Source: an optimization exercise on an open RTL-to-GDS flow (aim: small area, a short achievable clock period and few clock cycles). Production flows keep margins and buffers that such runs may drop. Where RTL was checked, it was by simulation tests only, not by an equivalence proof against the original. For run 6, only the layout was checked, not whether the RTL still works. Power figures rest on the tool's default switching activity, not on a simulated workload.

## design/flow/config.mk

```make
export PLATFORM = sky130hd
export DESIGN_NAME = bounded_fifo_with_remove_by_value
export DESIGN_NICKNAME = bounded_fifo_with_remove_by_value
export VERILOG_FILES = /design/flow/design.v
export SDC_FILE = /design/flow/constraint.sdc
export NUM_CORES = 4
export LEC_CHECK = 0
export CAP_MARGIN = 20
export CORE_MARGIN = 2
export CORE_UTILIZATION = 40
export SETUP_SLACK_MARGIN = 2.9
export SLEW_MARGIN = 20
```

## design/flow/constraint.sdc

```tcl
create_clock -name core_clock -period 5.0 [get_ports {clk_i}]
set_input_delay 1.0000 -clock core_clock [delete_from_list [all_inputs] [get_ports {clk_i}]]
set_output_delay 1.0000 -clock core_clock [all_outputs]
set_load 0.01 [all_outputs]
```

## design/flow/design.v

```verilog
package bfrv_pkg;
  localparam int unsigned MODE_W   = 2;
  localparam int unsigned VALUE_W  = 32;
  localparam int unsigned STATUS_W = 2;
  localparam int unsigned OCC_W    = 5;
  localparam int unsigned LIMIT_W  = 5;
  localparam int unsigned DEPTH_DEF      = 16;
  localparam int unsigned DATA_WIDTH_DEF = 32;
  localparam logic [LIMIT_W-1:0] LIMIT_RESET = 5'd16;
  localparam logic [MODE_W-1:0] MODE_PUSH   = 2'd0;
  localparam logic [MODE_W-1:0] MODE_POP    = 2'd1;
  localparam logic [MODE_W-1:0] MODE_REMOVE = 2'd2;
  localparam logic [STATUS_W-1:0] ST_DONE      = 2'd0;
  localparam logic [STATUS_W-1:0] ST_FULL      = 2'd1;
  localparam logic [STATUS_W-1:0] ST_EMPTY     = 2'd2;
  localparam logic [STATUS_W-1:0] ST_NOT_FOUND = 2'd3;
  typedef struct packed {
    logic [MODE_W-1:0]  mode;
    logic [VALUE_W-1:0] value;
  } req_t;
  typedef struct packed {
    logic [STATUS_W-1:0] status;
    logic [VALUE_W-1:0]  popped_value;
    logic [OCC_W-1:0]    occupancy;
  } rsp_t;
  typedef struct packed {
    logic load;     
    logic shift;    
    logic cmp_en;   
  } cell_ctrl_t;
endpackage
import bfrv_pkg::*;
module bfrv_cell #(
  parameter int unsigned DATA_WIDTH = DATA_WIDTH_DEF
) (
  input  logic                  clk_i,
  input  logic                  shift_i,     
  input  logic [DATA_WIDTH-1:0] prev_i,      
  input  logic [DATA_WIDTH-1:0] cmp_data_i,  
  output logic [DATA_WIDTH-1:0] data_o,
  output logic                  eq_o
);
  logic [DATA_WIDTH-1:0] data_q;
  always_ff @(posedge clk_i) begin
    if (shift_i) begin
      data_q <= prev_i;
    end
  end
  assign data_o = data_q;
  assign eq_o   = (data_q == cmp_data_i);
endmodule
import bfrv_pkg::*;
module bfrv_seek #(
  parameter int unsigned DEPTH = DEPTH_DEF
) (
  input  logic [DEPTH-1:0] req_i,
  output logic [DEPTH-1:0] onehot_o
);
  always_comb begin
    for (int i = 0; i < DEPTH; i++) begin
      onehot_o[i] = req_i[i];
      for (int j = i + 1; j < DEPTH; j++) begin
        onehot_o[i] = onehot_o[i] & ~req_i[j];
      end
    end
  end
endmodule
import bfrv_pkg::*;
module bounded_fifo_with_remove_by_value #(
  parameter int unsigned DEPTH      = DEPTH_DEF,
  parameter int unsigned DATA_WIDTH = DATA_WIDTH_DEF
) (
  input  logic               clk_i,
  input  logic               rst_ni,
  input  logic               cfg_we_i,
  input  logic [LIMIT_W-1:0] cfg_wdata_i,
  input  logic               in_valid_i,
  output logic               in_stall_o,
  input  logic [MODE_W+VALUE_W-1:0]          in_word_i,
  output logic               out_valid_o,
  input  logic               out_stall_i,
  output logic [STATUS_W+VALUE_W+OCC_W-1:0] out_word_o
);
  localparam int unsigned CNT_W = $clog2(DEPTH + 1);
  localparam int unsigned CMP_W = (CNT_W > LIMIT_W) ? CNT_W : LIMIT_W;
  localparam int unsigned RSP_W = STATUS_W + VALUE_W + OCC_W;
  logic [MODE_W-1:0]     mode0;
  logic [DATA_WIDTH-1:0] val0;
  logic                  v1_q;
  logic [MODE_W-1:0]     mode1_q;
  logic [DATA_WIDTH-1:0] val1_q;
  logic [DEPTH-1:0]      m1_q;
  logic                  r1_free;
  logic                  stall_q;
  logic [DEPTH-1:0]      vld_q, vld_d;
  logic [CNT_W-1:0]      cnt_q, cnt_d;
  logic [LIMIT_W-1:0]    limit_q;
  logic                  room_q, room_d;    
  logic                  any_q, any_d;      
  logic [DATA_WIDTH-1:0] cell_data [DEPTH];
  logic [DEPTH-1:0]      cell_eq;
  logic [DEPTH-1:0]      below_full;        
  logic [DEPTH-1:0]      shift_en;
  logic [DEPTH-1:0]      m_next;
  logic                  eq01;
  logic                  fire;
  logic                  is_push, is_pop, is_remove;
  logic                  push_ok, dec;
  logic [DEPTH-1:0]      old_oh, hit_oh, hit_vec, clr;
  logic                  found;
  logic                  room_inc, room_dec;
  logic [STATUS_W-1:0]   res_status;
  logic [VALUE_W-1:0]    res_value;
  logic [RSP_W-1:0]      res;
  logic                  ov_q, sv_q, sv_d;
  logic [RSP_W-1:0]      ow_q, sw_q;
  logic                  deliver;
  assign r1_free    = ~stall_q;
  assign in_stall_o = stall_q;
  assign mode0      = in_word_i[MODE_W+VALUE_W-1:VALUE_W];
  assign val0       = DATA_WIDTH'(in_word_i[VALUE_W-1:0]);
  assign eq01       = (val0 == val1_q);
  for (genvar i = 0; i < DEPTH; i++) begin : g_fwd
    if (i == 0) begin : g_first
      assign m_next[i] = shift_en[i] ? eq01 : cell_eq[i];
    end else begin : g_rest
      assign m_next[i] = shift_en[i] ? cell_eq[i-1] : cell_eq[i];
    end
  end
  always_ff @(posedge clk_i or negedge rst_ni) begin
    if (!rst_ni) begin
      v1_q <= 1'b0;
    end else if (r1_free) begin
      v1_q <= in_valid_i;
    end
  end
  always_ff @(posedge clk_i) begin
    if (r1_free) begin
      mode1_q <= mode0;
      val1_q  <= val0;
      m1_q    <= m_next;
    end
  end
  assign fire      = v1_q & ~sv_q;
  assign is_push   = (mode1_q == MODE_PUSH);
  assign is_pop    = (mode1_q == MODE_POP);
  assign is_remove = (mode1_q == MODE_REMOVE);
  assign push_ok   = fire & is_push & room_q;
  always_comb begin
    for (int i = 0; i < DEPTH; i++) begin
      below_full[i] = 1'b1;
      for (int j = 0; j < i; j++) begin
        below_full[i] = below_full[i] & vld_q[j];
      end
    end
  end
  assign shift_en = {DEPTH{push_ok}} & below_full;
  for (genvar i = 0; i < DEPTH; i++) begin : g_cell
    logic [DATA_WIDTH-1:0] prev;
    if (i == 0) begin : g_first
      assign prev = val1_q;
    end else begin : g_rest
      assign prev = cell_data[i-1];
    end
    bfrv_cell #(
      .DATA_WIDTH (DATA_WIDTH)
    ) u_cell (
      .clk_i      (clk_i),
      .shift_i    (shift_en[i]),
      .prev_i     (prev),
      .cmp_data_i (val0),
      .data_o     (cell_data[i]),
      .eq_o       (cell_eq[i])
    );
  end
  bfrv_seek #(.DEPTH(DEPTH)) u_oldest (
    .req_i    (vld_q),
    .onehot_o (old_oh)
  );
  assign hit_vec = m1_q & vld_q;
  assign found   = |hit_vec;
  bfrv_seek #(.DEPTH(DEPTH)) u_hit (
    .req_i    (hit_vec),
    .onehot_o (hit_oh)
  );
  always_comb begin
    clr = '0;
    if (is_pop)    clr = old_oh;
    if (is_remove) clr = hit_oh;
  end
  always_comb begin
    for (int i = 0; i < DEPTH; i++) begin
      if (shift_en[i]) begin
        vld_d[i] = (i == 0) ? 1'b1 : vld_q[(i == 0) ? 0 : i-1];
      end else begin
        vld_d[i] = vld_q[i] & ~clr[i];
      end
    end
  end
  always_comb begin
    res_value = '0;
    for (int i = 0; i < DEPTH; i++) begin
      res_value = res_value | ({VALUE_W{old_oh[i]}} & VALUE_W'(cell_data[i]));
    end
    if (!is_pop) res_value = '0;
  end
  assign dec      = (is_pop & any_q) | (is_remove & found);
  assign room_inc = (CNT_W'(cnt_q + CNT_W'(1)) < CNT_W'(DEPTH))
                    & (CMP_W'(cnt_q + CNT_W'(1)) < CMP_W'(limit_q));
  assign room_dec = (CMP_W'(cnt_q) <= CMP_W'(DEPTH)) & (CMP_W'(cnt_q) <= CMP_W'(limit_q));
  always_comb begin
    cnt_d  = cnt_q;
    room_d = room_q;
    any_d  = any_q;
    if (is_push && room_q) begin
      cnt_d  = cnt_q + CNT_W'(1);
      room_d = room_inc;
      any_d  = 1'b1;
    end else if (dec) begin
      cnt_d  = cnt_q - CNT_W'(1);
      room_d = room_dec;
      any_d  = (cnt_q != CNT_W'(1));
    end
  end
  always_comb begin
    res_status = ST_DONE;
    if (is_push && !room_q)      res_status = ST_FULL;
    if (is_pop && !any_q)        res_status = ST_EMPTY;
    if (is_remove && !found)     res_status = ST_NOT_FOUND;
  end
  assign res = {res_status, res_value, OCC_W'(cnt_d)};
  always_ff @(posedge clk_i or negedge rst_ni) begin
    if (!rst_ni) begin
      vld_q <= '0;
      cnt_q <= '0;
      any_q <= 1'b0;
    end else if (fire) begin
      vld_q <= vld_d;
      cnt_q <= cnt_d;
      any_q <= any_d;
    end
  end
  always_ff @(posedge clk_i or negedge rst_ni) begin
    if (!rst_ni) begin
      limit_q <= LIMIT_RESET;
    end else if (cfg_we_i) begin
      limit_q <= cfg_wdata_i;
    end
  end
  always_ff @(posedge clk_i or negedge rst_ni) begin
    if (!rst_ni) begin
      room_q <= 1'b1;
    end else if (cfg_we_i) begin
      room_q <= (cnt_q < CNT_W'(DEPTH)) & (CMP_W'(cnt_q) < CMP_W'(cfg_wdata_i));
    end else if (fire) begin
      room_q <= room_d;
    end
  end
  assign out_valid_o = ov_q;
  assign out_word_o  = ow_q;
  assign deliver     = ov_q & ~out_stall_i;
  always_comb begin
    sv_d = sv_q;
    if (sv_q) begin
      if (deliver) sv_d = 1'b0;
    end else if (fire && ov_q && !deliver) begin
      sv_d = 1'b1;
    end
  end
  always_ff @(posedge clk_i or negedge rst_ni) begin
    if (!rst_ni) begin
      ov_q    <= 1'b0;
      sv_q    <= 1'b0;
      stall_q <= 1'b0;
    end else begin
      sv_q <= sv_d;
      if (!ov_q || deliver) begin
        ov_q <= sv_q | fire;
      end
      stall_q <= sv_d & (r1_free ? in_valid_i : v1_q);
    end
  end
  always_ff @(posedge clk_i) begin
    if (!ov_q || deliver) begin
      ow_q <= sv_q ? sw_q : res;
    end
    if (!sv_q && fire && ov_q && !deliver) begin
      sw_q <= res;
    end
  end
endmodule
```

## design/flow/run.sh

```bash
#!/bin/bash
# synth_recipe.tcl (not shown) runs the flow's synth.tcl, then flattens the netlist and writes it again
# the make line also repeats each setting of config.mk as NAME=value (left out here)
make -C /OpenROAD-flow-scripts/flow DESIGN_CONFIG=/design/flow/config.mk WORK_HOME=/design/flow/orfs CLKGATE_MAP_FILE= SYNTH_SCRIPT=/design/flow/synth_recipe.tcl finish
```

==> results of run 1 <==
[worst register-to-register path: stages, from the launching register on]
cell and delay [ns]:
dfrtp_2 0.43, or4_4 0.64, buf_6 0.19, or4_4 0.67, or4_1 0.54, a31o_1 0.23
[power by group]
| part | internal [mW] | switching, mW |
|---|---|---|
| Sequential | 6.39 | 0.170 |
| Combinational | 1.39 | 1.78 |
| Clock | 3.11 | 2.47 |
[final cells by class]
cell class,instances,area (µm²),area share [%]
Sequential cell,672,20100,46.1
Multi-Input combinational cell,1599,13800,31.7
Timing Repair inverter,6,45.0,0.104
Clock inverter,44,445,1.02
Clock buffer,94,1950,4.48
Antenna cell,2,5.00,0.0115
Tap cell,1060,1330,3.05
Timing Repair Buffer,466,5620,12.9
Inverter,58,284,0.653
[per-stage QoR]
step | instance area, µm² | cells | hold slack (ns)
2_1_floorplan | 32400 | 2495 | 0.449
3_3_place_gp | 34700 | 3568 | 0.452
3_5_place_dp | 34700 | 3568 | 0.456
4_1_cts | 41500 | 3900 | 0.470
5_1_grt | 43500 | 3999 | 0.483
6_report | 43500 | 4001 | 0.454
[sequential cells by signal, summed over array words and instances, names as in the netlist]
signal	count
any_q	1
cnt_q	5
g_cell.u_cell.data_q	512
limit_q	5
m1_q	16
mode1_q	2
ov_q	1
ow_q	39
room_q	1
stall_q	1
sv_q	1
sw_q	39
v1_q	1
val1_q	32
vld_q	16
[metal layers]
metal	part of all wire, %	vias to the layer above
met5	0.047	-
met4	5.3	4
met1	37	13000
li1	-	10200
met2	40	2448
met3	17	439
[worst min path at each step]
stage	to	slack, ns	cells past startpoint
3_5_place_dp	g_cell[0].u_cell.data_q[24]	0.46	0
3_3_place_gp	g_cell[0].u_cell.data_q[29]	0.45	0
4_1_cts	g_cell[0].u_cell.data_q[24]	0.47	0
5_1_grt	g_cell[0].u_cell.data_q[9]	0.48	0
6_report	vld_q[13]	0.45	1
2_1_floorplan	g_cell[0].u_cell.data_q[0]	0.45	0
[cells by family (layout without fill, tap and decap cells)]
logic type                 count (synthesis)  after routing  synth area share [%]
DFF                                      672            672                  62.0
xor gates and xnor gates                 553            553                  15.0
AOI/OAI and AO/OA                        458            458                  10.4
adders and majority gates                 17             17                 0.658
other                                      0              2                     0
muxes                                     24             24                 0.778
buffers and inverters                    234            668                  2.81
and+or+nand+nor                          537            547                  8.40
[placed cells by master (no fill, tap or decap), drive strengths merged, types with 15 or more instances in the layout]
cell type,n
edfxtp,640
xnor2,550
buf,436
nand2,153
nand4,145
a22oi,110
clkbuf,105
nor2,104
a21oi,70
a22o,61
o21ai,59
inv,48
nand3,44
nor4,39
clkinv,36
o31ai,32
dfrtp,30
a222oi,28
a2bb2oi,26
a2111oi,25
clkinvlp,18
ha,17
mux2i,15
nor2b,15
[timing repair]
action / CTS / global route
gates resized for setup: 813 / 223
pin swaps: 88 / 81
gates cloned: 41 / 13
setup buffers: 153 / 86
setup endpoints to repair: 668 / 627
==> reports/metrics.cfg, run 1 <==
[sta]
worst_slack_ns = 2.19
fmax_ghz = 0.356
tightest_slew_ns = 0.966
slew_headroom_pct = 35.6
setup_viol = 0
fin_tns_setup_ns = 0
final_max_slew_viol_count = 0
hold_viol = 0
period_share_pct = 56.2
layout_min_cycle_time_ns = 2.81
clock_skew_ns = 0.0245
rsz0062_at_grt = true

[clocking]
clkSinkCount = 672
clkLatencyLatePin_ns = 0.65
clk_pin_slew_worst_paths_ns = 0.06
cts_tree = done
cts_buffers = 74
clk_path_buf_depth = 3
cts_hold_buffers = 0
cts_root_buffer = clkbuf_16
htree_levels = 3

[yosys]
synth_top_area_share_pct = 59.5
yosysWarningCount = 4
synthFlopType = edfxtp_1
yosysTopAreaCell = edfxtp_1
synthCells = 2495
ys_seq_area_share_pct = 62.0
ys_seq_elements = 672
synthArstFlopShare_pct = 4.76
syn-cell-area_mm2 = 0.0323
yosys-top-cells-count = 640 x edfxtp_1, 550 x xnor2_1, 159 x clkbuf_1, 153 x nand2_1, 145 x nand4_1
synth.net_count = 2556
yosysMostFrequentCell = edfxtp_1
yosys-top-cells-area = edfxtp_1 59%, xnor2_1 15%, nand4_1 2.8%
synth_area_per_cell_um2 = 13.0
synth_edf_count = 640
synth_cell_types = 61

[global_routing]
grt.total_usage_pct = 33.8
grt_pass1_wl_um = 194000
busiest_layer = met1
antenna_found_initial = 3
met3_usage_pct = 13.2
grt_use_met1_pct = 47.3
use_met2_pct = 47.2
grt_overflow_total = 0
grt_max_degree = 63
grt_pass1_vias = 23800

[setup_path]
crit_path_end = vld_q[4]
worst-path-buf-inv = 1
cp-start-kind = flop
crit_slowest_cell = or4_4
cp_common_cell = or4_4
crit_family = simple AND/OR/NAND/NOR gates
worst-path-stages = 5
critPathMaxFanout = 8
required_ns = 5.53
worstReg2RegStart = vld_q[8]
reg2reg_slack_ns = 2.19
reg2regPathDepth = 5
critPathLaunch = vld_q[8]
regToRegEndpoint = vld_q[4]
critPathCaptureType = flop
cpPeakStageDelay_ns = 0.66
crit_chain = or4_4, buf_6, or4_4, or4_1, a31o_1
arrival_ns = 3.34
critical_path_class = flop to flop

[floorplan]
pin_count = 85
core_mm2 = 0.0803
die_area_mm2 = 0.0831
start_util_pct = 40.2
rows = 104
die_h_um = 288
dieWidth_um = 288

[power]
ir_drop_mv = 0.227
p_per_area_mw_per_mm2 = 352
total_power_mw = 15.3
leakagePower_nw = 14.8

[placed_design]
io_buffers = 84
place_hpwl_um = 93400
place_ws_ns = 1.03
gp_congestion = 0.982

[route]
routed_wl_um = 147000
wire_per_inst_um = 36.8
initialDrtViolationCount = 5144
post-route-drc-count = 0
via_per_inst = 6.52
dr.pass1.iters = 10
drt.antenna.violating_nets = 0
vias = 26100

[min_path]
hp-class = input pin to async pin

[cells_and_area]
utilization_pct = 54.2
area_growth_pct = 34.6
layout.nets = 2938
fill_cells = 6477
drive_gt1_share_pct = 30.2

[job]
maxCapViolCount = 0

[run_status]
status = finished clean

Testbench counts, summed over its fixed seeds: cycles 12,016.
==> inputs of run 2 (changes only) <==
--- a/design/flow/config.mk
+++ b/design/flow/config.mk
@@ -8,5 +8,5 @@
 export CAP_MARGIN = 20
 export CORE_MARGIN = 2
 export CORE_UTILIZATION = 40
-export SETUP_SLACK_MARGIN = 2.9
+export SETUP_SLACK_MARGIN = 2.5
 export SLEW_MARGIN = 20
==> reports/metrics.cfg, run 2 <==
[sta]
layout_min_cycle_time_ns = 2.78  ; was 2.81 ns
hold_viol = 0  ; unchanged
rsz0062_at_grt = true  ; unchanged
slew_headroom_pct = 36.7  ; was 35.6%
final_max_slew_viol_count = 0  ; unchanged
fmax_ghz = 0.359  ; was 0.356 GHz
fin_tns_setup_ns = 0  ; unchanged
clock_skew_ns = 0.0240  ; was 0.0245 ns
setup_viol = 0  ; unchanged
tightest_slew_ns = 0.949  ; was 0.966 ns
period_share_pct = 55.7  ; was 56.2%

[global_routing]
grt_pass1_wl_um = 187000  ; was 194000 µm
grt_max_degree = 63  ; unchanged
antenna_found_initial = 4  ; was 3
grt.total_usage_pct = 32.5  ; was 33.8%
grt_pass1_vias = 22900  ; was 23800
grt_overflow_total = 0  ; unchanged

[route]
via_per_inst = 6.39  ; was 6.52
drt.antenna.violating_nets = 0  ; unchanged
vias = 24700  ; was 26100
wire_per_inst_um = 36.0  ; was 36.8 µm
post-route-drc-count = 0  ; unchanged
routed_wl_um = 139000  ; was 147000 µm
initialDrtViolationCount = 4848  ; was 5144
dr.pass1.iters = 9  ; was 10

[yosys]
yosysWarningCount = 4  ; unchanged
synth.net_count = 2556  ; unchanged
synth_cell_types = 61  ; unchanged
ys_seq_elements = 672  ; unchanged
synthCells = 2495  ; unchanged
synthArstFlopShare_pct = 4.76  ; unchanged
syn-cell-area_mm2 = 0.0323  ; unchanged
synth_area_per_cell_um2 = 13.0  ; unchanged
synthFlopType = edfxtp_1  ; unchanged
yosysMostFrequentCell = edfxtp_1  ; unchanged
synth_top_area_share_pct = 59.5  ; unchanged
yosysTopAreaCell = edfxtp_1  ; unchanged
yosys-top-cells-area = edfxtp_1 59%, xnor2_1 15%, nand4_1 2.8%  ; unchanged
yosys-top-cells-count = 640 x edfxtp_1, 550 x xnor2_1, 159 x clkbuf_1, 153 x nand2_1, 145 x nand4_1  ; unchanged
synth_edf_count = 640  ; unchanged
ys_seq_area_share_pct = 62.0  ; unchanged

[clocking]
cts_root_buffer = clkbuf_16  ; unchanged
clk_pin_slew_worst_paths_ns = 0.06  ; about the same
cts_hold_buffers = 0  ; unchanged
cts_tree = done  ; unchanged
cts_buffers = 74  ; unchanged
clkLatencyLatePin_ns = 0.65  ; about the same
htree_levels = 3  ; unchanged
clk_path_buf_depth = 3  ; unchanged
clkSinkCount = 672  ; unchanged

[setup_path]
critical_path_class = flop to flop  ; unchanged
critPathMaxFanout = 7  ; was 8
crit_slowest_cell = or4_4  ; unchanged
cp-start-kind = flop  ; unchanged
required_ns = 5.52  ; was 5.53 ns
worstReg2RegStart = vld_q[8]  ; unchanged
critPathLaunch = vld_q[8]  ; unchanged
regToRegEndpoint = vld_q[4]  ; unchanged
cpPeakStageDelay_ns = 0.65  ; was 0.66 ns
cp_common_cell = or4_4  ; unchanged
reg2reg_slack_ns = 2.22  ; was 2.19 ns
arrival_ns = 3.31  ; was 3.34 ns
crit_chain = or4_4, buf_4, or4_4, or4_1, a31o_1  ; was or4_4, buf_6, or4_4, or4_1, a31o_1
reg2regPathDepth = 5  ; unchanged
critPathCaptureType = flop  ; unchanged
crit_path_end = vld_q[4]  ; unchanged

[cells_and_area]
largest_reg_flops = 512  ; unchanged
layout_common_cells = 640 x edfxtp_1, 494 x xnor2_1, 152 x buf_4, 145 x nand4_1, 144 x nand2_1  ; was 640 x edfxtp_1, 470 x xnor2_1, 171 x buf_4, 145 x nand4_1, 138 x nand2_1
final_common_cell = edfxtp_1  ; unchanged
fill_cells = 6828  ; was 6477
num_antenna_cells = 0  ; was 2
final_cells = 3861  ; was 4001
top_register = g_cell.u_cell.data_q  ; unchanged
design_area_mm2 = 0.0407  ; was 0.0435 mm²
reg_top3 = g_cell.u_cell.data_q: 512 flops, ow_q: 39 flops, sw_q: 39 flops  ; unchanged
layout.nets = 2800  ; was 2938
area_growth_pct = 25.9  ; was 34.6%
drive_gt1_share_pct = 22.7  ; was 30.2%

[floorplan]
dieWidth_um = 288  ; unchanged
die_area_mm2 = 0.0831  ; unchanged
rows = 104  ; unchanged
core_mm2 = 0.0803  ; unchanged
start_util_pct = 40.2  ; unchanged
pin_count = 85  ; unchanged
die_h_um = 288  ; unchanged

[placed_design]
gp_congestion = 0.982  ; unchanged
place_hpwl_um = 93400  ; unchanged
placed_cell_area_mm2 = 0.0347  ; unchanged
placedCellCount = 3568  ; unchanged
io_buffers = 84  ; unchanged

[power]
leakagePower_nw = 13.6  ; was 14.8 nW
power_frac_seq_pct = 43.8  ; was 42.9%
ir_drop_mv = 0.251  ; was 0.227 mV
power.net_switching_mw = 4.27  ; was 4.42 mW
internal-power_mw = 10.7  ; was 10.9 mW
clockPowerShare_pct = 37.2  ; was 36.5%
p_per_area_mw_per_mm2 = 368  ; was 352 mW/mm²
switching_share_pct = 28.6  ; was 28.9%
combPwrFrac_pct = 18.9  ; was 20.7%

[min_path]
hp-class = input pin to async pin  ; unchanged

[run_status]
status = finished clean  ; unchanged

[job]
maxCapViolCount = 0  ; unchanged

run 2: per-stage QoR:
step | hold WS (ns) | setup slack [ns] | total power, mW | utilization, %
after floorplan | 0.449 | 0.867 | 7.68 | -
after global placement | 0.452 | 1.05 | 8.71 | 43.3
after detailed placement | 0.456 | 1.03 | 8.73 | 43.3
after CTS | 0.470 | 2.21 | 14.6 | 49.1
after global routing | 0.482 | 2.18 | 15.3 | 50.7
final | 0.458 | 2.22 | 15.0 | 50.7
run 2: power groups by stage:
stage	clock [mW]	combinational [mW]	sequential [mW]
global placement	0	2.04	6.67
global route	5.78	2.93	6.58
CTS	5.56	2.54	6.55
finish	5.57	2.84	6.56
floorplan	0	1.04	6.64
detailed placement	0	2.05	6.68
run 2: worst min-delay path by stage:
stage	startpoint	endpoint	slack, ns	cells after the start
2_1_floorplan	val1_q[0]	g_cell[0].u_cell.data_q[0]	0.45	0
3_3_place_gp	val1_q[29]	g_cell[0].u_cell.data_q[29]	0.45	0
3_5_place_dp	val1_q[24]	g_cell[0].u_cell.data_q[24]	0.46	0
4_1_cts	val1_q[24]	g_cell[0].u_cell.data_q[24]	0.47	0
5_1_grt	val1_q[1]	g_cell[0].u_cell.data_q[1]	0.48	0
6_report	rst_ni	vld_q[12]	0.46	1
run 2: critical path, delay by kind of cell (launching register included):
family                 cells  cell delay [ns]
and+or+nand+nor            3             1.80
DFF                        1             0.43
AOI/OAI and AO/OA          1             0.22
buffers and inverters      1             0.21
run 2: cell families after synthesis:
logic type | synth area share [%]
flip-flops | 62.0
XOR/XNOR | 15.0
AND/OR/NAND/NOR | 8.40
AO/OA/AOI/OAI | 10.4
buffers and inverters | 2.81
multiplexers | 0.778
adder cells (fa/ha/maj) | 0.658
run 2: final cells by class:
class / instances / area (µm²) / share of cell area (%)
flip-flops and latches: 672 / 20000 / 49.3
multi-input cells: 1597 / 13100 / 32.1
repair buffers: 330 / 3540 / 8.70
clock buffers: 94 / 1950 / 4.79
well taps: 1060 / 1330 / 3.26
clock inverters: 44 / 445 / 1.09
inverters: 58 / 260 / 0.640
repair inverters: 6 / 45.0 / 0.111
run 2: timing repair:
action	4_1_cts	5_1_grt
resized for setup	367	171
gates cloned	20	4
endpoints found under the setup margin	651	375
pin swaps	64	53
setup buffers	81	50
run 2: per-layer routing:
layer	share of wire (%)	GRT usage [%]	vias up
met1	38	45.2	12400
met5	0.039	0	-
met2	42	46.9	2129
met4	4.0	10.3	8
li1	-	-	9900
met3	16	12.1	287
==> inputs of run 3 (changes only) <==
--- a/design/flow/config.mk
+++ b/design/flow/config.mk
@@ -8,5 +8,6 @@
 export CAP_MARGIN = 20
 export CORE_MARGIN = 2
 export CORE_UTILIZATION = 40
-export SETUP_SLACK_MARGIN = 2.5
+export SETUP_SLACK_MARGIN = 2.6
 export SLEW_MARGIN = 20
+export TNS_END_PERCENT = 0
==> reports/metrics.cfg, run 3 <==
[clocking]
clkLatencyLatePin_ns = 0.64  ; was 0.65 ns
clk_path_buf_depth = 3  ; unchanged
clk_pin_slew_worst_paths_ns = 0.06  ; about the same
cts_root_buffer = clkbuf_16  ; unchanged
cts_tree = done  ; unchanged
cts_buffers = 74  ; unchanged
htree_levels = 3  ; unchanged
clkSinkCount = 672  ; unchanged

[power]
total_power_mw = 14.5  ; was 15.0 mW
leakagePower_nw = 12.6  ; was 13.6 nW
ir_drop_mv = 0.243  ; was 0.251 mV
p_per_area_mw_per_mm2 = 374  ; was 368 mW/mm²

[cells_and_area]
final-seq-area_mm2 = 0.0200  ; about the same
layout_common_cells = 640 x edfxtp_1, 541 x xnor2_1, 148 x nand2_1, 145 x nand4_1, 122 x buf_4  ; was 640 x edfxtp_1, 494 x xnor2_1, 152 x buf_4, 145 x nand4_1, 144 x nand2_1
drive_gt1_share_pct = 16.0  ; was 22.7%
largest_reg_flops = 512  ; unchanged
reg_top3 = g_cell.u_cell.data_q: 512 flops, ow_q: 39 flops, sw_q: 39 flops  ; unchanged
fill_cells = 6955  ; was 6828
final_cells = 3771  ; was 3861
top_register = g_cell.u_cell.data_q  ; unchanged
final_common_cell = edfxtp_1  ; unchanged
layout.nets = 2717  ; was 2800
multi_input_area_mm2 = 0.0122  ; was 0.0131 mm²
num_antenna_cells = 0  ; unchanged
area_growth_pct = 19.8  ; was 25.9%

[yosys]
syn-cell-area_mm2 = 0.0323  ; unchanged
synthAdderAreaFrac_pct = 0.658  ; unchanged
yosys-top-cells-count = 640 x edfxtp_1, 550 x xnor2_1, 159 x clkbuf_1, 153 x nand2_1, 145 x nand4_1  ; unchanged
synthFlopType = edfxtp_1  ; unchanged
synth.net_count = 2556  ; unchanged
synth-compound-area-share_pct = 10.4  ; unchanged
synthArstFlopShare_pct = 4.76  ; unchanged
synth_edf_count = 640  ; unchanged
synth-xor-area-share_pct = 15.0  ; unchanged
synth_mux_area_share_pct = 0.778  ; unchanged
ys_seq_area_share_pct = 62.0  ; unchanged
synth_area_per_cell_um2 = 13.0  ; unchanged
synth_top_area_share_pct = 59.5  ; unchanged
yosysWarningCount = 4  ; unchanged
synth_cell_types = 61  ; unchanged
synth-simple-area-share_pct = 8.40  ; unchanged
synthCells = 2495  ; unchanged
ys_seq_elements = 672  ; unchanged
yosys-top-cells-area = edfxtp_1 59%, xnor2_1 15%, nand4_1 2.8%  ; unchanged
yosysTopAreaCell = edfxtp_1  ; unchanged
synth_top_family_by_area = XOR/XNOR gates  ; unchanged
yosysMostFrequentCell = edfxtp_1  ; unchanged

[placed_design]
place_ws_ns = 1.02  ; was 1.03 ns
place_hpwl_um = 92800  ; was 93400 µm
gp_congestion = 1.01  ; was 0.982
io_buffers = 84  ; unchanged
placedCellCount = 3555  ; was 3568

[setup_path]
critPathCaptureType = flop  ; unchanged
cp-start-kind = input pin  ; was flop
critical_path_class = input pin to flop  ; was flop to flop
reg2regPathDepth = 7  ; was 5
reg2reg_slack_ns = 2.26  ; was 2.22 ns
critPathMaxFanout = 7  ; unchanged
arrival_ns = 3.30  ; was 3.31 ns
required_ns = 5.48  ; was 5.52 ns
worstReg2RegStart = vld_q[12]  ; was vld_q[8]
regToRegEndpoint = ow_q[15]  ; was vld_q[4]

[min_path]
holdPathEnd = g_cell[0].u_cell.data_q[31]
hp-class = flop to flop  ; was input pin to async pin
hp-start = val1_q[31]
hold_depth = 0

[global_routing]
grt_overflow_total = 0  ; unchanged
antenna_found_initial = 1  ; was 4
grt.total_usage_pct = 31.7  ; was 32.5%
grt_max_degree = 65  ; was 63
grt_pass1_wl_um = 183000  ; was 187000 µm
grt_pass1_vias = 22800  ; was 22900

[sta]
slew_headroom_pct = 22.8  ; was 36.7%
rsz0062_at_grt = true  ; unchanged
clock_skew_ns = 0.0337  ; was 0.0240 ns
tightest_slew_ns = 1.15  ; was 0.949 ns
layout_min_cycle_time_ns = 2.82  ; was 2.78 ns
fmax_ghz = 0.354  ; was 0.359 GHz
worst_slack_ns = 2.18  ; was 2.22 ns
final_max_slew_viol_count = 0  ; unchanged
hold_viol = 0  ; unchanged
fin_tns_setup_ns = 0  ; unchanged
period_share_pct = 56.5  ; was 55.7%
setup_viol = 0  ; unchanged

[route]
via_per_inst = 6.46  ; was 6.39
post-route-drc-count = 0  ; unchanged
drt.antenna.violating_nets = 0  ; unchanged
dr.pass1.iters = 8  ; was 9
wire_per_inst_um = 35.5  ; was 36.0 µm
routed_wl_um = 134000  ; was 139000 µm
initialDrtViolationCount = 4310  ; was 4848
vias = 24400  ; was 24700

[run_status]
status = finished clean  ; unchanged

[floorplan]
rows = 104  ; unchanged
start_util_pct = 40.2  ; unchanged
dieWidth_um = 288  ; unchanged
pin_count = 85  ; unchanged
die_h_um = 288  ; unchanged
die_area_mm2 = 0.0831  ; unchanged
core_mm2 = 0.0803  ; unchanged

[job]
maxCapViolCount = 0  ; unchanged

## run 3: cell counts after synthesis
Identical to the previous run, type by type.
## run 3: worst max-delay path by stage
stage / from / end / slack, ns / cells after the start
floorplan: room_q / g_cell[15].u_cell.data_q[0] / 0.87 / 9
global placement: vld_q[14] / ow_q[18] / 0.61 / 7
detailed placement: vld_q[14] / ow_q[26] / 1.02 / 8
CTS: vld_q[13] / ow_q[20] / 2.33 / 7
global route: room_q / g_cell[14].u_cell.data_q[12] / 2.21 / 10
finish: in_word_i[11] / m1_q[3] / 2.18 / 7
## run 3: per-layer routing
metal,track usage (%),part of all wire [%]
met5,0,0
met1,43.9,39
met3,11.0,15
met2,45.6,42
met4,12.2,4.5
## run 3: cell type report
type	count	share of cell area [%]
Clock buffer	92	5.04
Clock inverter	39	0.902
Inverter	58	0.624
Multi-Input combinational cell	1595	31.5
Sequential cell	672	51.8
Tap cell	1060	3.43
Timing Repair Buffer	252	6.67
Timing Repair inverter	3	0.0582
## run 3: logic make-up (layout without fill, tap and decap cells)
logic type | after synthesis | in the layout
compound gates | 458 | 458
xor+xnor | 553 | 553
fa+ha+maj | 17 | 17
buf+inv | 234 | 444
flops | 672 | 672
mux | 24 | 24
simple gates | 537 | 543
## run 3: through the flow
stage          hold slack, ns  utilization, %  cell area [µm²]
3_3_place_gp            0.455            43.1            34600
4_1_cts                 0.470            48.0            38600
5_1_grt                 0.479            48.2            38700
2_1_floorplan           0.449               -            32400
6_report                0.470            48.2            38700
3_5_place_dp            0.456            43.1            34600
## run 3: timing repair
action | 4_1_cts | 5_1_grt
resized for setup | 210 | 23
gates cloned | 14 | 1
setup endpoints to repair | 672 | 668
hold buffers | 0 | 0
pin swaps | 37 | 10
buffers inserted | 63 | 7
## run 3: critical path, cell delays in order
cell and delay [ns]:
clkdlybuf4s50_1 0.66, buf_4 0.32, xnor2_1 0.33, nand4_1 0.16, nor4_2 0.42, nand2_1 0.21
mux2i_1 0.18
## run 3: power by group
part	internal (mW)	switching [mW]	total, mW	leakage (nW)
registers	6.39	0.185	6.57	6.29
logic	0.967	1.50	2.47	5.18
clock network	3.04	2.39	5.43	1.12
total	10.4	4.08	14.5	12.6
==> inputs of run 4 (changes only) <==
==> design/flow/flow/run.sh (new file) <==
#!/bin/bash
set -euo pipefail
export BUFFER_PORTS_ARGS="-buffer_cell sky130_fd_sc_hd__buf_2"
bash standard.sh > standard_flow.log 2>&1
==> design/flow/standard.sh (new file) <==
#!/bin/bash
# synth_recipe.tcl (not shown) runs the flow's synth.tcl, then flattens the netlist and writes it again
# the make line also repeats each setting of config.mk as NAME=value (left out here)
make -C /OpenROAD-flow-scripts/flow DESIGN_CONFIG=/design/flow/config.mk WORK_HOME=/design/flow/orfs CLKGATE_MAP_FILE= SYNTH_SCRIPT=/design/flow/synth_recipe.tcl "${@:-finish}"
--- a/design/flow/config.mk
+++ b/design/flow/config.mk
@@ -8,6 +8,6 @@
 export CAP_MARGIN = 20
 export CORE_MARGIN = 2
 export CORE_UTILIZATION = 40
-export SETUP_SLACK_MARGIN = 2.6
+export SETUP_SLACK_MARGIN = 2.8
 export SLEW_MARGIN = 20
 export TNS_END_PERCENT = 0
removed: design/flow/run.sh
==> reports/metrics.cfg, run 4 <==
[sta]
period_share_pct = 54.7  ; was 56.5%
tightest_slew_ns = 0.981  ; was 1.15 ns
hold_ws_ns = 0.464  ; was 0.470 ns
setup_viol = 0  ; unchanged
fmax_ghz = 0.365  ; was 0.354 GHz
fin_tns_setup_ns = 0  ; unchanged
rsz0062_at_grt = true  ; unchanged
clock_skew_ns = 0.0306  ; was 0.0337 ns
hold_viol = 0  ; unchanged
slew_headroom_pct = 33.9  ; was 22.8%
final_max_slew_viol_count = 0  ; unchanged
worst_slack_ns = 2.26  ; was 2.18 ns
layout_min_cycle_time_ns = 2.74  ; was 2.82 ns

[clocking]
cts_buffers = 74  ; unchanged
cts_tree = done  ; unchanged
cts_root_buffer = clkbuf_16  ; unchanged
clk_path_buf_depth = 3  ; unchanged
clkSinkCount = 672  ; unchanged
htree_levels = 3  ; unchanged
clk_pin_slew_worst_paths_ns = 0.06  ; about the same
clkLatencyLatePin_ns = 0.65  ; was 0.64 ns

[cells_and_area]
reg_top3 = g_cell.u_cell.data_q: 512 flops, ow_q: 39 flops, sw_q: 39 flops  ; unchanged
layout.nets = 2689  ; was 2717
final-seq-area_mm2 = 0.0200  ; about the same
largest_reg_flops = 512  ; unchanged
drive_gt1_share_pct = 17.5  ; was 16.0%
area_growth_pct = 17.9  ; was 19.8%
multi_input_area_mm2 = 0.0121  ; was 0.0122 mm²
final_common_cell = edfxtp_1  ; unchanged
top_register = g_cell.u_cell.data_q  ; unchanged
fill_cells = 7039  ; was 6955
layout_common_cells = 640 x edfxtp_1, 547 x xnor2_1, 149 x nand2_1, 145 x nand4_1, 108 x a22oi_1  ; was 640 x edfxtp_1, 541 x xnor2_1, 148 x nand2_1, 145 x nand4_1, 122 x buf_4

[run_status]
status = finished clean  ; unchanged

[yosys]
synthFlopType = edfxtp_1  ; unchanged
synthCells = 2495  ; unchanged
synth_cell_types = 61  ; unchanged
yosysTopAreaCell = edfxtp_1  ; unchanged
synthArstFlopShare_pct = 4.76  ; unchanged
yosys-top-cells-count = 640 x edfxtp_1, 550 x xnor2_1, 159 x clkbuf_1, 153 x nand2_1, 145 x nand4_1  ; unchanged
synth.net_count = 2556  ; unchanged
yosys-top-cells-area = edfxtp_1 59%, xnor2_1 15%, nand4_1 2.8%  ; unchanged
synth_area_per_cell_um2 = 13.0  ; unchanged
synth_edf_count = 640  ; unchanged
ys_seq_elements = 672  ; unchanged
synth_top_area_share_pct = 59.5  ; unchanged
syn-cell-area_mm2 = 0.0323  ; unchanged
ys_seq_area_share_pct = 62.0  ; unchanged
yosysWarningCount = 4  ; unchanged
yosysMostFrequentCell = edfxtp_1  ; unchanged

[floorplan]
die_h_um = 288  ; unchanged
rows = 104  ; unchanged
start_util_pct = 40.2  ; unchanged
core_mm2 = 0.0803  ; unchanged
die_area_mm2 = 0.0831  ; unchanged
pin_count = 85  ; unchanged
dieWidth_um = 288  ; unchanged

[min_path]
hp-class = flop to flop  ; unchanged

[setup_path]
required_ns = 5.44  ; was 5.48 ns
critPathMaxFanout = 7  ; unchanged
critical_path_class = flop to flop  ; was input pin to flop
arrival_ns = 3.18  ; was 3.30 ns
critPathCaptureType = flop  ; unchanged
cp-start-kind = flop  ; was input pin

[placed_design]
place_hpwl_um = 95400  ; was 92800 µm
gp_congestion = 1.01  ; about the same
place_ws_ns = 1.27  ; was 1.02 ns
io_buffers = 84  ; unchanged

[route]
post-route-drc-count = 0  ; unchanged
wire_per_inst_um = 35.9  ; was 35.5 µm
initialDrtViolationCount = 4746  ; was 4310
drt.antenna.violating_nets = 0  ; unchanged
dr.pass1.iters = 10  ; was 8
via_per_inst = 6.41  ; was 6.46
vias = 24000  ; was 24400
routed_wl_um = 134000  ; about the same

[power]
p_per_area_mw_per_mm2 = 380  ; was 374 mW/mm²
ir_drop_mv = 0.251  ; was 0.243 mV
leakagePower_nw = 12.4  ; was 12.6 nW

[global_routing]
grt_max_degree = 62  ; was 65
grt_overflow_total = 0  ; unchanged
grt_pass1_vias = 22600  ; was 22800
grt_pass1_wl_um = 183000  ; about the same
antenna_found_initial = 9  ; was 1
grt.total_usage_pct = 31.7  ; about the same

[job]
maxCapViolCount = 0  ; unchanged

run 4: metrics by stage:
stage | power (mW) | cells | util [%] | instance area (µm²)
floorplan | 7.68 | 2495 | - | 32400
global placement | 8.50 | 3525 | 42.3 | 34000
detailed placement | 8.51 | 3525 | 42.3 | 34000
CTS | 14.3 | 3717 | 46.8 | 37500
global route | 14.8 | 3741 | 47.5 | 38100
finish | 14.5 | 3745 | 47.5 | 38100
run 4: kinds of logic after synthesis:
logic type | after synthesis | synth area share (%)
AO/OA/AOI/OAI | 458 | 10.4
XOR/XNOR | 553 | 15.0
adder cells (fa/ha/maj) | 17 | 0.658
buffers and inverters | 234 | 2.81
flip-flops | 672 | 62.0
multiplexers | 24 | 0.778
AND/OR/NAND/NOR | 537 | 8.40
run 4: critical path, stage by stage (launching register included):
cell	delay, ns
dfrtp_2	0.44
buf_12	0.13
or4_4	0.60
buf_6	0.18
or4_4	0.66
nor2_1	0.22
a2111oi_2	0.10
o31ai_1	0.22
run 4: worst paths after layout:
check                      depth (start not counted)                          end        from  slack, ns
max in group asynchronous                          1                     vld_q[6]      rst_ni       3.88
min                                                0  g_cell[0].u_cell.data_q[28]  val1_q[28]       0.46
max reg2reg                                        7                     ow_q[32]   vld_q[11]       2.26
min reg2reg                                        0  g_cell[0].u_cell.data_q[28]  val1_q[28]       0.46
max                                                7                     ow_q[32]   vld_q[11]       2.26
min in group asynchronous                          1                     cnt_q[0]      rst_ni       0.47
run 4: power breakdown:
part | total, mW | internal [mW] | switching, mW | leakage, nW
sequential | 6.61 | 6.39 | 0.215 | 6.28
combinational | 2.23 | 0.815 | 1.41 | 4.97
clock | 5.66 | 3.27 | 2.39 | 1.18
total | 14.5 | 10.5 | 4.02 | 12.4
run 4: metal layers:
layer | track usage [%] | wire (µm)
met3 | 10.5 | 19200
met4 | 7.90 | 4250
met5 | 0 | 78
met2 | 48.1 | 59100
met1 | 44.0 | 51800
run 4: final cells by class:
class	instances	area share [%]
Antenna cell	4	0.0263
Clock buffer	99	5.32
Clock inverter	30	1.01
Inverter	58	0.611
Multi-Input combinational cell	1592	31.9
Sequential cell	672	52.6
Tap cell	1060	3.48
Timing Repair Buffer	227	5.03
Timing Repair inverter	3	0.0591
run 4: what timing repair did:
action / CTS / global route
hold endpoints to repair: 0 / 0
pin swaps: 27 / 33
setup buffers: 53 / 23
hold buffers: 0 / 0
setup endpoints to repair: 647 / 648
cloned: 10 / 1
gates resized for setup: 125 / 83
==> inputs of run 5 (changes only) <==
--- a/design/flow/config.mk
+++ b/design/flow/config.mk
@@ -8,6 +8,9 @@
 export CAP_MARGIN = 20
 export CORE_MARGIN = 2
 export CORE_UTILIZATION = 40
-export SETUP_SLACK_MARGIN = 2.8
+export CTS_CLUSTER_DIAMETER = 80
+export CTS_CLUSTER_SIZE = 22
+export PLACE_DENSITY = 0.8
+export SETUP_SLACK_MARGIN = 3.0
 export SLEW_MARGIN = 20
 export TNS_END_PERCENT = 0
==> reports/metrics.cfg, run 5 <==
[global_routing]
grt_pass1_vias = 22200  ; was 22600
grt_max_degree = 62  ; unchanged
grt_pass1_wl_um = 169000  ; was 183000 µm
grt_overflow_total = 0  ; unchanged
antenna_found_initial = 7  ; was 9
grt.total_usage_pct = 28.8  ; was 31.7%

[clocking]
htree_levels = 2  ; was 3
cts_root_buffer = clkbuf_16  ; unchanged
cts_buffers = 37  ; was 74
clk_path_buf_depth = 3  ; unchanged
clk_pin_slew_worst_paths_ns = 0.09  ; was 0.06 ns
clkLatencyLatePin_ns = 0.61  ; was 0.65 ns
cts_tree = done  ; unchanged
clkSinkCount = 672  ; unchanged

[floorplan]
core_mm2 = 0.0803  ; unchanged
die_h_um = 288  ; unchanged
die_area_mm2 = 0.0831  ; unchanged
pin_count = 85  ; unchanged
dieWidth_um = 288  ; unchanged
start_util_pct = 40.2  ; unchanged
rows = 104  ; unchanged

[cells_and_area]
layout_common_cells = 640 x edfxtp_1, 549 x xnor2_1, 149 x nand2_1, 145 x nand4_1, 109 x a22oi_1  ; was 640 x edfxtp_1, 547 x xnor2_1, 149 x nand2_1, 145 x nand4_1, 108 x a22oi_1
utilization_pct = 45.0  ; was 47.5%
largest_reg_flops = 512  ; unchanged
layout.nets = 2612  ; was 2689
top_register = g_cell.u_cell.data_q  ; unchanged
num_antenna_cells = 0  ; was 4
fill_cells = 7094  ; was 7039
area_growth_pct = 11.8  ; was 17.9%
reg_top3 = g_cell.u_cell.data_q: 512 flops, ow_q: 39 flops, sw_q: 39 flops  ; unchanged
drive_gt1_share_pct = 12.5  ; was 17.5%
final_common_cell = edfxtp_1  ; unchanged

[yosys]
yosysMostFrequentCell = edfxtp_1  ; unchanged
syn-cell-area_mm2 = 0.0323  ; unchanged
synth.net_count = 2556  ; unchanged
synth-compound-area-share_pct = 10.4  ; unchanged
synthArstFlopShare_pct = 4.76  ; unchanged
synth_area_per_cell_um2 = 13.0  ; unchanged
synth_edf_count = 640  ; unchanged
synth_top_family_by_area = XOR/XNOR gates  ; unchanged
synth-xor-area-share_pct = 15.0  ; unchanged
ys_seq_elements = 672  ; unchanged
synthCells = 2495  ; unchanged
synth_mux_area_share_pct = 0.778  ; unchanged
ys_seq_area_share_pct = 62.0  ; unchanged
yosysWarningCount = 4  ; unchanged
synth_top_area_share_pct = 59.5  ; unchanged
synthFlopType = edfxtp_1  ; unchanged
synth_cell_types = 61  ; unchanged
synthAdderAreaFrac_pct = 0.658  ; unchanged
synth-simple-area-share_pct = 8.40  ; unchanged
yosys-top-cells-count = 640 x edfxtp_1, 550 x xnor2_1, 159 x clkbuf_1, 153 x nand2_1, 145 x nand4_1  ; unchanged
yosysTopAreaCell = edfxtp_1  ; unchanged
yosys-top-cells-area = edfxtp_1 59%, xnor2_1 15%, nand4_1 2.8%  ; unchanged

[sta]
final_max_slew_viol_count = 0  ; unchanged
period_share_pct = 57.8  ; was 54.7%
slew_headroom_pct = 28.0  ; was 33.9%
rsz0062_at_grt = true  ; unchanged
hold_viol = 0  ; unchanged
tightest_slew_ns = 1.07  ; was 0.981 ns
fmax_ghz = 0.346  ; was 0.365 GHz
fin_tns_setup_ns = 0  ; unchanged
setup_viol = 0  ; unchanged
clock_skew_ns = 0.0239  ; was 0.0306 ns
layout_min_cycle_time_ns = 2.89  ; was 2.74 ns

[route]
post-route-drc-count = 0  ; unchanged
via_per_inst = 6.53  ; was 6.41
drt.antenna.violating_nets = 0  ; unchanged
vias = 23700  ; was 24000
routed_wl_um = 122000  ; was 134000 µm
wire_per_inst_um = 33.7  ; was 35.9 µm
dr.pass1.iters = 9  ; was 10
initialDrtViolationCount = 4728  ; was 4746

[setup_path]
critPathCaptureType = flop  ; unchanged
arrival_ns = 3.26  ; was 3.18 ns
reg2regPathDepth = 8  ; was 7
critical_path_class = input pin to flop  ; was flop to flop
cp-start-kind = input pin  ; was flop
regToRegEndpoint = ow_q[34]  ; was ow_q[32]
reg2reg_slack_ns = 2.21  ; was 2.26 ns
required_ns = 5.37  ; was 5.44 ns
worstReg2RegStart = vld_q[6]  ; was vld_q[11]
critPathMaxFanout = 10  ; was 7

[min_path]
hp-class = flop to flop  ; unchanged
hp-start = val1_q[21]  ; was val1_q[28]
hold_depth = 0  ; unchanged
holdPathEnd = g_cell[0].u_cell.data_q[21]  ; was g_cell[0].u_cell.data_q[28]

[power]
p_per_area_mw_per_mm2 = 328  ; was 380 mW/mm²
ir_drop_mv = 0.224  ; was 0.251 mV
leakagePower_nw = 11.4  ; was 12.4 nW

[placed_design]
place_hpwl_um = 85600  ; was 95400 µm
gp_congestion = 0.980  ; was 1.01
io_buffers = 84  ; unchanged

[run_status]
status = finished clean  ; unchanged

[job]
maxCapViolCount = 0  ; unchanged

run 5: changes by cell type in the layout (fill, tap and decap cells not counted), moves of 9 or more:
cell | previous run | this run
clkinv_2 | 9 | 0
nand3_1 | 30 | 40
o31ai_1 | 22 | 32
buf_4 | 99 | 62
clkbuf_16 | 76 | 37
nor2_1 | 84 | 101
nor2_2 | 12 | 0
run 5: repair_timing:
item                       4_1_cts  5_1_grt
hold buffers                     0        0
pin swaps                       12        0
setup buffers                   44        3
setup endpoints to repair      695      651
gates cloned                    16        0
gates resized for setup        112       14
run 5: cells by family (layout without fill, tap and decap cells):
| kind of cell | count (synthesis) | count (layout) |
|---|---|---|
| XOR/XNOR | 553 | 553 |
| buffers and inverters | 234 | 304 |
| multiplexers | 24 | 24 |
| AO/OA/AOI/OAI | 458 | 458 |
| flip-flops | 672 | 672 |
| adder cells (fa/ha/maj) | 17 | 17 |
| AND/OR/NAND/NOR | 537 | 541 |
run 5: power breakdown:
part / internal, mW / switching (mW) / total (mW)
combinational: 0.691 / 1.23 / 1.92
clock: 1.44 / 1.90 / 3.34
sequential: 6.38 / 0.213 / 6.59
total: 8.51 / 3.35 / 11.9
run 5: layer usage:
| layer | part of all wire (%) | up-vias | GRT usage [%] | wire length (µm) |
|---|---|---|---|---|
| met1 | 35 | 11600 | 38.2 | 42800 |
| met2 | 42 | 2288 | 41.6 | 50900 |
| met4 | 6.8 | 10 | 14.8 | 8290 |
| met3 | 16 | 401 | 10.4 | 20100 |
| li1 | - | 9460 | - | - |
| met5 | 0.053 | - | 0 | 65 |
run 5: critical path, stage by stage:
cell and delay [ns]:
buf_2 0.41, buf_4 0.41, xnor2_1 0.16, nand4_1 0.25, nor4_1 0.37, nand2_1 0.24, o21ai_0 0.40
run 5: through the flow:
stage          std cells  total power, mW  setup slack (ns)  instance area [µm²]  hold slack [ns]
3_3_place_gp        3509             8.34              1.43                33800            0.451
4_1_cts             3626             11.7              2.31                36000            0.477
3_5_place_dp        3509             8.37              1.31                33800            0.456
5_1_grt             3629             12.1              2.21                36100            0.487
2_1_floorplan       2495             7.68             0.867                32400            0.449
6_report            3629             11.9              2.11                36100            0.472
run 5: layout make-up:
cell class                      count  area (µm²)  area share (%)
Timing Repair Buffer              186        1710            4.74
Clock inverter                      6        62.6           0.173
Timing Repair inverter              3        22.5          0.0623
Tap cell                         1060        1330            3.67
Clock buffer                       51         978            2.71
Sequential cell                   672       20000            55.5
Inverter                           58         236           0.655
Multi-Input combinational cell   1593       11700            32.5
run 5: how the worst max path moves through the flow:
stage / slack [ns] / endpoint / cells after the start / from
after floorplan: 0.87 / g_cell[15].u_cell.data_q[0] / 9 / room_q
after global placement: 1.43 / g_cell[9].u_cell.data_q[12] / 10 / room_q
after detailed placement: 1.31 / g_cell[7].u_cell.data_q[17] / 10 / room_q
after CTS: 2.31 / ow_q[34] / 9 / vld_q[2]
after global routing: 2.21 / g_cell[9].u_cell.data_q[19] / 10 / room_q
final: 2.11 / m1_q[0] / 7 / in_word_i[19]
==> inputs of run 6 (changes only) <==
--- a/design/flow/design.v
+++ b/design/flow/design.v
@@ -106,7 +106,9 @@
   logic                  fire;
   logic                  is_push, is_pop, is_remove;
   logic                  push_ok, dec;
-  logic [DEPTH-1:0]      old_oh, hit_oh, hit_vec, clr;
+  logic [DEPTH-1:0]      old_q, old_d;      
+  logic [DEPTH-1:0]      next_old;          
+  logic [DEPTH-1:0]      hit_oh, hit_vec, clr;
   logic                  found;
   logic                  room_inc, room_dec;
   logic [STATUS_W-1:0]   res_status;
@@ -173,10 +175,32 @@
       .eq_o       (cell_eq[i])
     );
   end
-  bfrv_seek #(.DEPTH(DEPTH)) u_oldest (
-    .req_i    (vld_q),
-    .onehot_o (old_oh)
+  bfrv_seek #(.DEPTH(DEPTH)) u_next_old (
+    .req_i    (vld_q & ~old_q),
+    .onehot_o (next_old)
   );
+  always_comb begin
+    old_d = old_q;
+    if (is_push && room_q) begin
+      if (!any_q) begin
+        old_d = DEPTH'(1);
+      end else begin
+        for (int i = 1; i < DEPTH; i++) begin
+          old_d[i] = below_full[i] ? old_q[i-1] : old_q[i];
+        end
+        old_d[0] = 1'b0;
+      end
+    end else if ((clr & old_q) != '0) begin
+      old_d = next_old;
+    end
+  end
+  always_ff @(posedge clk_i or negedge rst_ni) begin
+    if (!rst_ni) begin
+      old_q <= '0;
+    end else if (fire) begin
+      old_q <= old_d;
+    end
+  end
   assign hit_vec = m1_q & vld_q;
   assign found   = |hit_vec;
   bfrv_seek #(.DEPTH(DEPTH)) u_hit (
@@ -185,7 +209,7 @@
   );
   always_comb begin
     clr = '0;
-    if (is_pop)    clr = old_oh;
+    if (is_pop)    clr = old_q;
     if (is_remove) clr = hit_oh;
   end
   always_comb begin
@@ -200,7 +224,7 @@
   always_comb begin
     res_value = '0;
     for (int i = 0; i < DEPTH; i++) begin
-      res_value = res_value | ({VALUE_W{old_oh[i]}} & VALUE_W'(cell_data[i]));
+      res_value = res_value | ({VALUE_W{old_q[i]}} & VALUE_W'(cell_data[i]));
     end
     if (!is_pop) res_value = '0;
   end
==> design/flow/run.sh (new file) <==
#!/bin/bash
# synth_recipe.tcl (not shown) runs the flow's synth.tcl, then flattens the netlist and writes it again
# the make line also repeats each setting of config.mk as NAME=value (left out here)
make -C /OpenROAD-flow-scripts/flow DESIGN_CONFIG=/design/flow/config.mk WORK_HOME=/design/flow/orfs CLKGATE_MAP_FILE= SYNTH_SCRIPT=/design/flow/synth_recipe.tcl finish
--- a/design/flow/config.mk
+++ b/design/flow/config.mk
@@ -8,9 +8,5 @@
 export CAP_MARGIN = 20
 export CORE_MARGIN = 2
 export CORE_UTILIZATION = 40
-export CTS_CLUSTER_DIAMETER = 80
-export CTS_CLUSTER_SIZE = 22
-export PLACE_DENSITY = 0.8
-export SETUP_SLACK_MARGIN = 3.0
+export SETUP_SLACK_MARGIN = 2.6
 export SLEW_MARGIN = 20
-export TNS_END_PERCENT = 0
removed: design/flow/flow/run.sh
removed: design/flow/standard.sh
==> reports/metrics.cfg, run 6 <==
[route]
initialDrtViolationCount = 4882  ; was 4728
routed_wl_um = 163000  ; was 122000 µm
vias = 25600  ; was 23700
post-route-drc-count = 0  ; unchanged
via_per_inst = 6.78  ; was 6.53
dr.pass1.iters = 6  ; was 9
wire_per_inst_um = 43.2  ; was 33.7 µm
drt.antenna.violating_nets = 0  ; unchanged

[global_routing]
antenna_found_initial = 25  ; was 7
grt_max_degree = 62  ; unchanged
grt.total_usage_pct = 37.7  ; was 28.8%
grt_pass1_wl_um = 210000  ; was 169000 µm
grt_overflow_total = 0  ; unchanged
grt_pass1_vias = 23300  ; was 22200

[sta]
layout_min_cycle_time_ns = 3.07  ; was 2.89 ns
setup_viol = 0  ; unchanged
hold_viol = 0  ; unchanged
slew_headroom_pct = 37.5  ; was 28.0%
period_share_pct = 61.3  ; was 57.8%
tightest_slew_ns = 0.937  ; was 1.07 ns
clock_skew_ns = 0.0299  ; was 0.0239 ns
fin_tns_setup_ns = 0  ; unchanged
final_max_slew_viol_count = 0  ; unchanged
rsz0062_at_grt = true  ; unchanged
fmax_ghz = 0.326  ; was 0.346 GHz

[yosys]
synthArstFlopShare_pct = 6.98  ; was 4.76%
yosysWarningCount = 4  ; unchanged
yosysTopAreaCell = edfxtp_1  ; unchanged
synth_area_per_cell_um2 = 13.5  ; was 13.0 µm²
ys_seq_elements = 688  ; was 672
synth_edf_count = 640  ; unchanged
syn-cell-area_mm2 = 0.0324  ; was 0.0323 mm²
synth.net_count = 2467  ; was 2556
synth_cell_types = 60  ; was 61
synth_top_area_share_pct = 59.2  ; was 59.5%
yosys-top-cells-count = 640 x edfxtp_1, 550 x xnor2_1, 168 x nand4_1, 152 x a22oi_1, 151 x clkbuf_1  ; was 640 x edfxtp_1, 550 x xnor2_1, 159 x clkbuf_1, 153 x nand2_1, 145 x nand4_1
synthFlopType = edfxtp_1  ; unchanged
yosys-top-cells-area = edfxtp_1 59%, xnor2_1 15%, dfrtp_1 3.5%  ; was edfxtp_1 59%, xnor2_1 15%, nand4_1 2.8%
synthCells = 2406  ; was 2495
yosysMostFrequentCell = edfxtp_1  ; unchanged
ys_seq_area_share_pct = 62.9  ; was 62.0%

[setup_path]
cpPeakStageDelay_ns = 0.58  ; was 0.41 ns
crit_family = compound AO/OA/AOI/OAI gates  ; was simple AND/OR/NAND/NOR gates
cp-start-kind = flop  ; was input pin
regToRegEndpoint = ow_q[4]  ; was ow_q[34]
critical_path_class = flop to flop  ; was input pin to flop
arrival_ns = 3.44  ; was 3.26 ns
crit_chain = a222oi_1, nand4_1, or4b_4, a22o_4, a311o_1, and3_4, mux2_4  ; was buf_2, buf_4, xnor2_1, nand4_1, nor4_1, nand2_1, o21ai_0
crit_slowest_cell = or4b_4  ; was buf_2
critPathCaptureType = flop  ; unchanged
required_ns = 5.38  ; was 5.37 ns
worst-path-buf-inv = 0  ; was 2
critPathMaxFanout = 5  ; was 10
worst-path-stages = 7  ; unchanged
critPathLaunch = m1_q[5]  ; was in_word_i[19]
reg2reg_slack_ns = 1.93  ; was 2.21 ns
worstReg2RegStart = m1_q[5]  ; was vld_q[6]
reg2regPathDepth = 7  ; was 8

[cells_and_area]
final_common_cell = edfxtp_1  ; unchanged
area_growth_pct = 25.8  ; was 11.8%
top_register = g_cell.u_cell.data_q  ; unchanged
drive_gt1_share_pct = 22.2  ; was 12.5%
largest_reg_flops = 512  ; unchanged
layout_common_cells = 640 x edfxtp_1, 457 x xnor2_1, 168 x nand4_1, 152 x a22oi_1, 147 x buf_4  ; was 640 x edfxtp_1, 549 x xnor2_1, 149 x nand2_1, 145 x nand4_1, 109 x a22oi_1
final_cells = 3782  ; was 3629
reg_top3 = g_cell.u_cell.data_q: 512 flops, ow_q: 39 flops, sw_q: 39 flops  ; unchanged
layout.nets = 2717  ; was 2612

[power]
power.net_switching_mw = 5.92  ; was 3.35 mW
switching_share_pct = 34.2  ; was 28.2%
ir_drop_mv = 0.373  ; was 0.224 mV
power_frac_seq_pct = 41.4  ; was 55.6%
leakagePower_nw = 13.7  ; was 11.4 nW
clockPowerShare_pct = 32.5  ; was 28.2%
p_per_area_mw_per_mm2 = 425  ; was 328 mW/mm²
combPwrFrac_pct = 26.1  ; was 16.2%
internal-power_mw = 11.4  ; was 8.51 mW

[clocking]
clk_path_buf_depth = 3  ; unchanged
cts_buffers = 77  ; was 37
cts_hold_buffers = 0  ; unchanged
cts_root_buffer = clkbuf_16  ; unchanged
clkSinkCount = 688  ; was 672
clkLatencyLatePin_ns = 0.64  ; was 0.61 ns
clk_pin_slew_worst_paths_ns = 0.06  ; was 0.09 ns
htree_levels = 3  ; was 2
cts_tree = done  ; unchanged

[floorplan]
pin_count = 85  ; unchanged
rows = 104  ; unchanged
core_mm2 = 0.0804  ; was 0.0803 mm²
dieWidth_um = 289  ; was 288 µm
start_util_pct = 40.3  ; was 40.2%
die_area_mm2 = 0.0834  ; was 0.0831 mm²
die_h_um = 289  ; was 288 µm

[placed_design]
place_hpwl_um = 109000  ; was 85600 µm
io_buffers = 84  ; unchanged
gp_congestion = 1.11  ; was 0.980
placedCellCount = 3498  ; was 3509

[run_status]
status = finished clean  ; unchanged

[job]
maxCapViolCount = 0  ; unchanged

[min_path]
holdPathEnd = g_cell[0].u_cell.data_q[11]  ; was g_cell[0].u_cell.data_q[21]
hp-start = val1_q[11]  ; was val1_q[21]
hp-class = flop to flop  ; unchanged
hold_depth = 0  ; unchanged

run 6: cell count changes after synthesis, moves of 22 or more:
cell       before  now
nand2_1       153   96
a2bb2oi_1      26    1
a22oi_1       110  152
a221oi_1        9   57
a31oi_1         3   25
a21oi_1        70   31
inv_1          57   28
nor2_1        104   66
nand4_1       145  168
a222oi_1       28    2
run 6: cells by family (layout without fill, tap and decap cells):
kind of cell               after synthesis  after routing  synth area share, %
buffers and inverters                  195            501                 2.28
DFF                                    688            688                 62.9
xor gates and xnor gates               553            553                 14.9
other                                    0              9                    0
adders and majority gates               17             17                0.656
AOI/OAI and AO/OA                      432            432                 9.89
and+or+nand+nor                        483            484                 8.03
muxes                                   38             38                 1.26
run 6: timing repair:
action / 4_1_cts / 5_1_grt
gates resized for setup: 374 / 156
endpoints found under the setup margin: 619 / 421
gates cloned: 11 / 17
pin swaps: 40 / 37
endpoints found under the hold margin: 0 / 0
buffers inserted: 70 / 41
run 6: worst max path at each step:
stage,to
final,ow_q[4]
after global routing,ow_q[4]
after CTS,ow_q[4]
after detailed placement,m1_q[10]
after global placement,m1_q[10]
after floorplan,g_cell[14].u_cell.data_q[0]
run 6: stage by stage:
stage,setup slack (ns),hold WS [ns],utilization (%),cell area [µm²],power (mW)
floorplan,1.30,0.449,-,32800,9.13
global placement,0.144,0.453,43.6,35000,11.1
detailed placement,0.578,0.457,43.6,35000,11.1
CTS,2.06,0.469,49.0,39400,16.9
global route,1.98,0.482,50.7,40800,17.6
finish,1.93,0.470,50.8,40800,17.3
run 6: final cells by class:
cell class,instances,area (µm²)
Tap cell,1060,1330
Sequential cell,688,20500
Timing Repair inverter,2,12.5
Antenna cell,9,22.5
Timing Repair Buffer,335,3740
Inverter,28,139
Clock inverter,36,289
Clock buffer,100,2100
Multi-Input combinational cell,1524,12700
Fill cell,6861,39600
run 6: per-layer routing:
layer  part of all wire [%]  GRT usage (%)  vias to the layer above
met1                     36           50.7                    12800
met3                     14           9.52                      614
li1                       -              -                     9734
met4                    8.1           23.1                       26
met2                     42           54.9                     2481
met5                   0.12              0                        -
run 6: power groups by stage:
stage,Clock [mW],Combinational (mW),Sequential (mW)
after floorplan,0,2.22,6.91
after global placement,0,3.66,7.41
after detailed placement,0,3.68,7.41
after CTS,5.61,4.15,7.17
after global routing,5.82,4.58,7.18
final,5.63,4.52,7.18

==> separate check: timing with driven ports <==
The flow's constraints put no driver on any port. The routed layouts listed below were extracted and timed again, unchanged, in two steps.
Step 1: set_driving_cell puts a clkbuf_16 on clk_i and a buf_2 on each other input, an assumption about the parent block.
Step 2 also shifts input and output timing later by t, the mid clock arrival at the registers, as if the neighbouring blocks saw the same clock.
a / b / c = ideal ports / drivers / drivers and shift; a / b = the first two.
run	t (ns)	setup WS [ns]	hold WS [ns]	clock arrival spread, ns	slew at the worst register clock pin (ns)
run 1	0.710	2.188 / 2.188 / 1.869	0.454 / 0.411 / 0.471	0.026 / 0.026	0.07 / 0.07
run 2	0.707	2.215 / 2.215 / 1.769	0.458 / 0.412 / 0.470	0.025 / 0.026	0.07 / 0.07
run 3	0.696	2.177 / 2.218 / 1.522	0.470 / 0.439 / 0.470	0.034 / 0.034	0.07 / 0.07
run 4	0.701	2.264 / 2.244 / 1.543	0.464 / 0.429 / 0.464	0.036 / 0.036	0.07 / 0.07
run 5	0.665	2.109 / 2.114 / 1.450	0.472 / 0.453 / 0.472	0.028 / 0.027	0.10 / 0.10
run 6	0.694	1.935 / 1.935 / 1.749	0.470 / 0.447 / 0.470	0.030 / 0.030	0.07 / 0.07
After both steps setup and hold are still met in every run listed. For run 4, which loses most, drivers alone change the setup slack by -0.020 ns; drivers and shift together by -0.721 ns.
